Context: an optimization exercise on an open-source flow, tuned for a short achievable clock period, few clock cycles per item and low power. The choices shown serve that exercise and are no tape-out recipe.
No functional check of the RTL was part of any run shown here.
Power figures rest on the tool's default switching activity, not on a simulated workload.

## flow/design.v (module list and top-level ports; edited modules follow where they fit)
// module fp_round_pack: 70 lines
// module fp_mul_pipe: 1964 lines
module fp_mul_pipe (
   input  logic        clk,
   input  logic        rst,
   input  logic        in_valid,
   output logic        in_ready,
   input  logic [31:0] op1,
   input  logic [31:0] op2,
   output logic        out_valid,
   input  logic        out_ready,
   output logic [31:0] res,
   output logic [3:0]  flags
);
  // ...
==> flow/run.sh <==
#!/bin/bash
# synth_recipe.tcl (not shown) runs the flow's synth.tcl, then flattens the netlist and writes it again
# the make line also repeats each setting of config.mk as NAME=value (left out here)
make -C /OpenROAD-flow-scripts/flow DESIGN_CONFIG=/design/flow/config.mk WORK_HOME=/design/flow/orfs CLKGATE_MAP_FILE= SYNTH_SCRIPT=/design/flow/synth_recipe.tcl finish
==> flow/config.mk <==
export PLATFORM = sky130hd
export DESIGN_NAME = fp_mul_pipe
export DESIGN_NICKNAME = fp_mul_pipe
export VERILOG_FILES = /design/flow/design.v
export SDC_FILE = /design/flow/constraint.sdc
export NUM_CORES = 4
export LEC_CHECK = 0
export CAP_MARGIN = 20
export CORE_MARGIN = 2
export CORE_UTILIZATION = 40
export SLEW_MARGIN = 20
==> flow/constraint.sdc <==
create_clock -name core_clock -period 10.0 [get_ports {clk}]
set_input_delay 2.0000 -clock core_clock [delete_from_list [all_inputs] [get_ports {clk}]]
set_output_delay 2.0000 -clock core_clock [all_outputs]
set_load 0.01 [all_outputs]
==> impl_metrics.ini, run 1 <==
[run_status]
status = timing/DRC/antenna clean

[grt]
grt_use_met2_pct = 34.83
global_route.usage.met1_pct = 32.91
grtUsageMet3_pct = 4.460
grt_pass1_vias = 24710
grt-ovfl-total = 0

[worst_setup_path]
crit_type = flop to flop
critPathArrivalTime_ns = 5.32
start_kind = flop

[power]
p_clk_share_pct = 16.2
p_sw_share_pct = 41.72
power.static_leakage_nw = 13.81
p_sw_mw = 3.704
combPwrFrac_pct = 53.8

[synthesis]
yosysTopAreaCellShare_pct = 23.98
synth_common_cells = nor2_1, a21oi_1, inv_1, o21ai_0, nand2_1
ys_async_sr_fraction_pct = 2.477
synth_fp_nets = 4278

[final_layout]
seq_area_share_pct = 26.08
nFillCells = 7773
multi_input_area_sq_um = 20220
n_sequential_cell = 323
final-nonclk-buf-share_pct = 4.532
final_cell_mix = nor2_1, a21oi_1, inv_1, o21ai_0, nand2_1

[floorplanning]
row_count = 103
nWellTaps = 1050
fp.dieArea_sq_um = 82420

[worst_hold_path]
hp-start = s0_esum[2]

[timing]
fmax_ghz = 0.1992
finClkSkew_ns = 0.04495
max_slew_margin_pct = 20.42
holdWs_ns = 0.4035

[detailed_routing]
dr.max_layer_used = met4
wl_met2_mm = 41.12
drtIter0Drc = 2980

[clock_network]
cts_buffer_depth = 3
==> inputs of run 2 (changes only) <==
--- a/flow/design.v
+++ b/flow/design.v
@@ -101,17 +101,18 @@
    logic [1:0]  sk_n;       
    logic        sk_full;
    logic [35:0] sk1, sk2;
    logic        deliver, arrive, take;
    logic        s0_sign;
    logic [1:0]  s0_spec;
    logic [9:0]  s0_esum;
    logic [22:0] s0_fa;
-   logic [22:0] s0_fb;
+   logic [11:0] s0_one, s0_two;
+   logic [10:0] s0_neg;
    logic [11:0] enc_one, enc_two;
    logic [10:0] enc_neg;
    logic        s1_sign;
    logic [1:0]  s1_spec;
    logic [9:0]  s1_esum;
    logic [47:0] s1_x, s1_y;
    logic        s2_sign;
    logic [1:0]  s2_spec;
@@ -1042,34 +1043,36 @@
    assign n1 = (op1[30:23] == 8'hFF) && (op1[22:0] != 23'h0);
    assign n2 = (op2[30:23] == 8'hFF) && (op2[22:0] != 23'h0);
    always_comb begin
       if (n1 || n2 || ((i1 || i2) && (z1 || z2))) spec = 2'd3;
       else if (i1 || i2)                          spec = 2'd2;
       else if (z1 || z2)                          spec = 2'd1;
       else                                        spec = 2'd0;
    end
-   assign bx = {1'b1, s0_fb, 1'b0};
+   assign bx = {1'b1, op2[22:0], 1'b0};
    always_comb begin
       for (int i = 0; i < 12; i++) begin
          enc_one[i] = bx[2*i+1] ^ bx[2*i];
          enc_two[i] = (bx[2*i+2] & ~bx[2*i+1] & ~bx[2*i]) |
                       (~bx[2*i+2] & bx[2*i+1] & bx[2*i]);
          if (i < 11) enc_neg[i] = bx[2*i+2];
       end
    end
-   assign b_one = enc_one;
-   assign b_two = enc_two;
-   assign b_neg = enc_neg;
+   assign b_one = s0_one;
+   assign b_two = s0_two;
+   assign b_neg = s0_neg;
    always_ff @(posedge clk) begin
       s0_sign <= op1[31] ^ op2[31];
       s0_spec <= spec;
       s0_esum <= {2'b00, op1[30:23]} + {2'b00, op2[30:23]} - 10'd127;
       s0_fa   <= op1[22:0];
-      s0_fb   <= op2[22:0];
+      s0_one  <= enc_one;
+      s0_two  <= enc_two;
+      s0_neg  <= enc_neg;
    end
    assign ma = {1'b1, s0_fa};
    assign bp0 = ((b_one[0] & ma[0])) ^ b_neg[0];
    assign bp1 = ((b_one[0] & ma[1]) | (b_two[0] & ma[0])) ^ b_neg[0];
    assign bp2 = ((b_one[0] & ma[2]) | (b_two[0] & ma[1])) ^ b_neg[0];
    assign bp3 = ((b_one[0] & ma[3]) | (b_two[0] & ma[2])) ^ b_neg[0];
    assign bp4 = ((b_one[0] & ma[4]) | (b_two[0] & ma[3])) ^ b_neg[0];
    assign bp5 = ((b_one[0] & ma[5]) | (b_two[0] & ma[4])) ^ b_neg[0];
==> flow/flow/run.sh (new file) <==
#!/bin/bash
set -euo pipefail
bash standard.sh SETUP_SLACK_MARGIN=6.6 finish > orfs_make.log 2>&1
==> flow/standard.sh (new file) <==
#!/bin/bash
# synth_recipe.tcl (not shown) runs the flow's synth.tcl, then flattens the netlist and writes it again
# the make line also repeats each setting of config.mk as NAME=value (left out here)
make -C /OpenROAD-flow-scripts/flow DESIGN_CONFIG=/design/flow/config.mk WORK_HOME=/design/flow/orfs CLKGATE_MAP_FILE= SYNTH_SCRIPT=/design/flow/synth_recipe.tcl "${@:-finish}"
removed: flow/run.sh
==> run 2 against run 1 <==
Compared with the run above: clock-buffer cell count is 2 lower; setup slack better by 1.1 ns; hold slack worse by 0.00084 ns; via count is 20% lower; critical path type unchanged; design area is 3.2% higher; synthesized cell count is 31% lower; register-to-register slack better by 1.1 ns; clock power is 8% higher; critical path depth is 2 higher.
==> impl_metrics.ini, run 2 <==
[synthesis]
synth_common_cells = inv_1, xnor2_1, edfxtp_1, a22oi_1, fa_1
ys_async_sr_fraction_pct = 2.388
yosysMostFrequentCell = inv_1
syn_inst = 2639
ys_warn_count = 2
synth_flop_cell = edfxtp_1
ys_ff_latch = 335
synth_fp_nets = 3092
synth_top_area_cell = edfxtp_1
synth.area.top_cells = edfxtp_1, fa_1, xnor2_1
seq_area_frac_synth_pct = 33.82
yosysTopAreaCellShare_pct = 27.93
avgSynthCellArea_sq_um = 10.43
synth_edf_count = 256
syn_area_sq_um = 27520
ys_types = 73

[timing]
fin_crit_ns = 3.939
finalSetupTns_ns = 0
max_slew_margin_pct = 11.92
finClkSkew_ns = 0.01961
period_share_pct = 39.39
setup_viol = 0
rsz0062_at_grt = yes
drv_slew = 0
fmax_ghz = 0.2539
worst_pin_slew_ns = 1.320
hold_viol = 0

[worst_setup_path]
cp_max_fo = 4
endpoint_kind = flop
cp_slowest_cell = edfxtp_1
startpoint = s1_y[21]
max_stage_delay_ns = 0.43
cp.required_ns = 10.32
cp_common_cell = buf_4
critPathArrivalTime_ns = 4.26
cp_top_family = compound AO/OA/AOI/OAI gates
r2r-start = s1_y[21]
crit_type = flop to flop
timing.critical_path.buf_inv = 2
start_kind = flop
path_cells = ha_4, nand4_1, nor4_4, buf_4, a22oi_2, and3_4, fa_2, nor2b_1, o21a_1, o21ai_2, a21o_1, a2111oi_4, o211ai_1, buf_4, nand2_4, a311oi_2

[final_layout]
nets = 3351
area_growth_pct = 30.87
final_cell_mix = inv_1, edfxtp_1, xnor2_1, fa_1, buf_4
reg.largest.list = s1_x: 48 flops, s1_y: 47 flops
drive_above_1_share_pct = 28.00
final_util_pct = 52.70
regMostFlops = s1_x
num_antenna_cells = 0
largest_reg_flops = 48
mostFrequentLayoutCell = inv_1

[clock_network]
cts_tree = built
cts_buffer_depth = 3
numCtsBuffers = 40
clkTransAtPathRegs_ns = 0.06
htreeDepth = 2
clkSinkCount = 335
clk-insertion-delay-late_ns = 0.59
root_buffer = clkbuf_16

[grt]
grt-ovfl-total = 0
grt_usage_pct = 24.05
grt_pass1_vias = 22100
grt_max_degree = 81
grt_pass1_wl_mm = 130.6
antenna_found_initial = 1

[floorplanning]
dieWidth_um = 266.3
row_count = 96
core_sq_um = 68350
die_h_um = 266.3
start_util_pct = 40.27
pin_count = 106
fp.dieArea_sq_um = 70920

[detailed_routing]
drc = 0
wl_met1_mm = 33.41
final_antenna_net_count = 0
vias_per_cell = 5.673
dr.max_layer_used = met4
drt_wl_total_mm = 87.24
wl_met3_mm = 8.985
drtIter0Drc = 2545
drtPass1Iterations = 6
routedWlPerCell_um = 22.89
vias = 21620
wl_met2_mm = 39.21

[power]
p_sw_mw = 4.561
p_clk_share_pct = 14.2
combPwrFrac_pct = 60.2
power-per-cell-area_nw_per_um2 = 303.7
power.static_leakage_nw = 14.82
seq_power_share_pct = 25.7
peakVddDrop_mv = 0.1913
p_sw_share_pct = 41.70
p_int_mw = 6.377

[place]
port_buffers = 105
gp_congestion = 0.8413
hpwl_mm = 49.58

[worst_hold_path]
hp-start = s0_esum[0]
worstHoldPathType = flop to flop

[run_status]
status = timing/DRC/antenna clean

[flow_run]
maxCapViolations = 0
==> run 2: cell types whose count changed in the layout (fill, tap and decap cells not counted), moves of 92 or more <==
cell	delta
a211oi_1	-92
o21ai_0	-270
xnor2_1	+157
a21oi_1	-258
a22oi_2	+121
nor2_1	-283
nand2_1	-208
==> run 2: repair_timing <==
action                     4_1_cts  5_1_grt
pin swaps                      149      154
resized for setup              355      207
cloned                          26        2
hold buffers                     0        0
setup buffers                  155       60
setup endpoints to repair      269      192
==> run 2: power groups by stage <==
stage / sequential, mW / clock [mW] / combinational (mW)
finish: 2.81 / 1.55 / 6.58
global route: 2.87 / 1.64 / 7.36
CTS: 2.82 / 1.59 / 6.14
detailed placement: 2.90 / 0 / 5.68
global placement: 2.88 / 0 / 5.47
floorplan: 2.77 / 0 / 4.06
==> run 2: logic make-up after synthesis <==
kind of cell | after synthesis | synth area share [%]
buffers and inverters | 553 | 7.651
DFF | 335 | 33.82
adders and majority gates | 385 | 24.32
and+or+nand+nor | 403 | 7.297
AOI/OAI and AO/OA | 554 | 13.65
muxes | 34 | 1.318
xor gates and xnor gates | 375 | 11.93
==> run 2: layout make-up <==
cell class / count / area [sq um]
clock inverters: 24 / 317.8
clock buffers: 49 / 1109
multi-input cells: 1754 / 17870
well taps: 882 / 1104
fillers: 5670 / 32330
repair buffers: 388 / 4683
flip-flops and latches: 335 / 9463
inverters: 379 / 1469
==> run 2: through the flow <==
stage / std cells / cell area [sq um] / setup WS [ns] / hold WS, ns / power (mW)
6_report: 3811 / 36020 / 6.061 / 0.4027 / 10.94
5_1_grt: 3811 / 36020 / 5.886 / 0.4175 / 11.87
4_1_cts: 3749 / 34700 / 6.162 / 0.4028 / 10.54
3_5_place_dp: 3495 / 29940 / 5.584 / 0.3887 / 8.571
3_3_place_gp: 3491 / 29860 / 5.253 / 0.3889 / 8.353
2_1_floorplan: 2639 / 28830 / 6.259 / 0.3855 / 6.829
==> run 2: final timing paths <==
| kind | slack (ns) | cells past startpoint | endpoint |
|---|---|---|---|
| max in group asynchronous | 8.01 | 1 | out_valid |
| min | 0.40 | 0 | s1_esum[0] |
| min in group asynchronous | 1.70 | 1 | sk_full |
| max reg2reg | 6.06 | 16 | s2_ph[23] |
| max | 6.06 | 16 | s2_ph[23] |
| min reg2reg | 0.40 | 0 | s1_esum[0] |
==> run 2: routing by layer <==
layer,global-route usage [%],vias up
met4,12.80,0
met2,37.80,1255
met1,30.49,10470
li1,-,9525
met3,6.128,369
met5,0,-

-- afterwards: timing with drivers on the ports --
No port has a modelled driver above. Below, the same layouts with a new extraction and two added sets of constraints.
Step 1: set_driving_cell puts a clkbuf_16 on clk and a buf_2 on each other input, an assumption about the parent block.
Step 2, shift: input delay + t, output delay - t, t = (earliest + latest rising clock arrival at the registers) / 2. This alone moves slack from input paths to output paths.
Slacks: no drivers / after step 1 / after step 2; pairs: no drivers / after step 1.
| run | t, ns | setup WS [ns] | worst setup path after step 2 |
|---|---|---|---|
| run 1 | 0.641 | 4.980 / 4.980 / 4.980 | register to register |
| run 2 | 0.640 | 6.061 / 6.061 / 6.061 | register to register |
After both steps setup and hold are still met in every run listed.
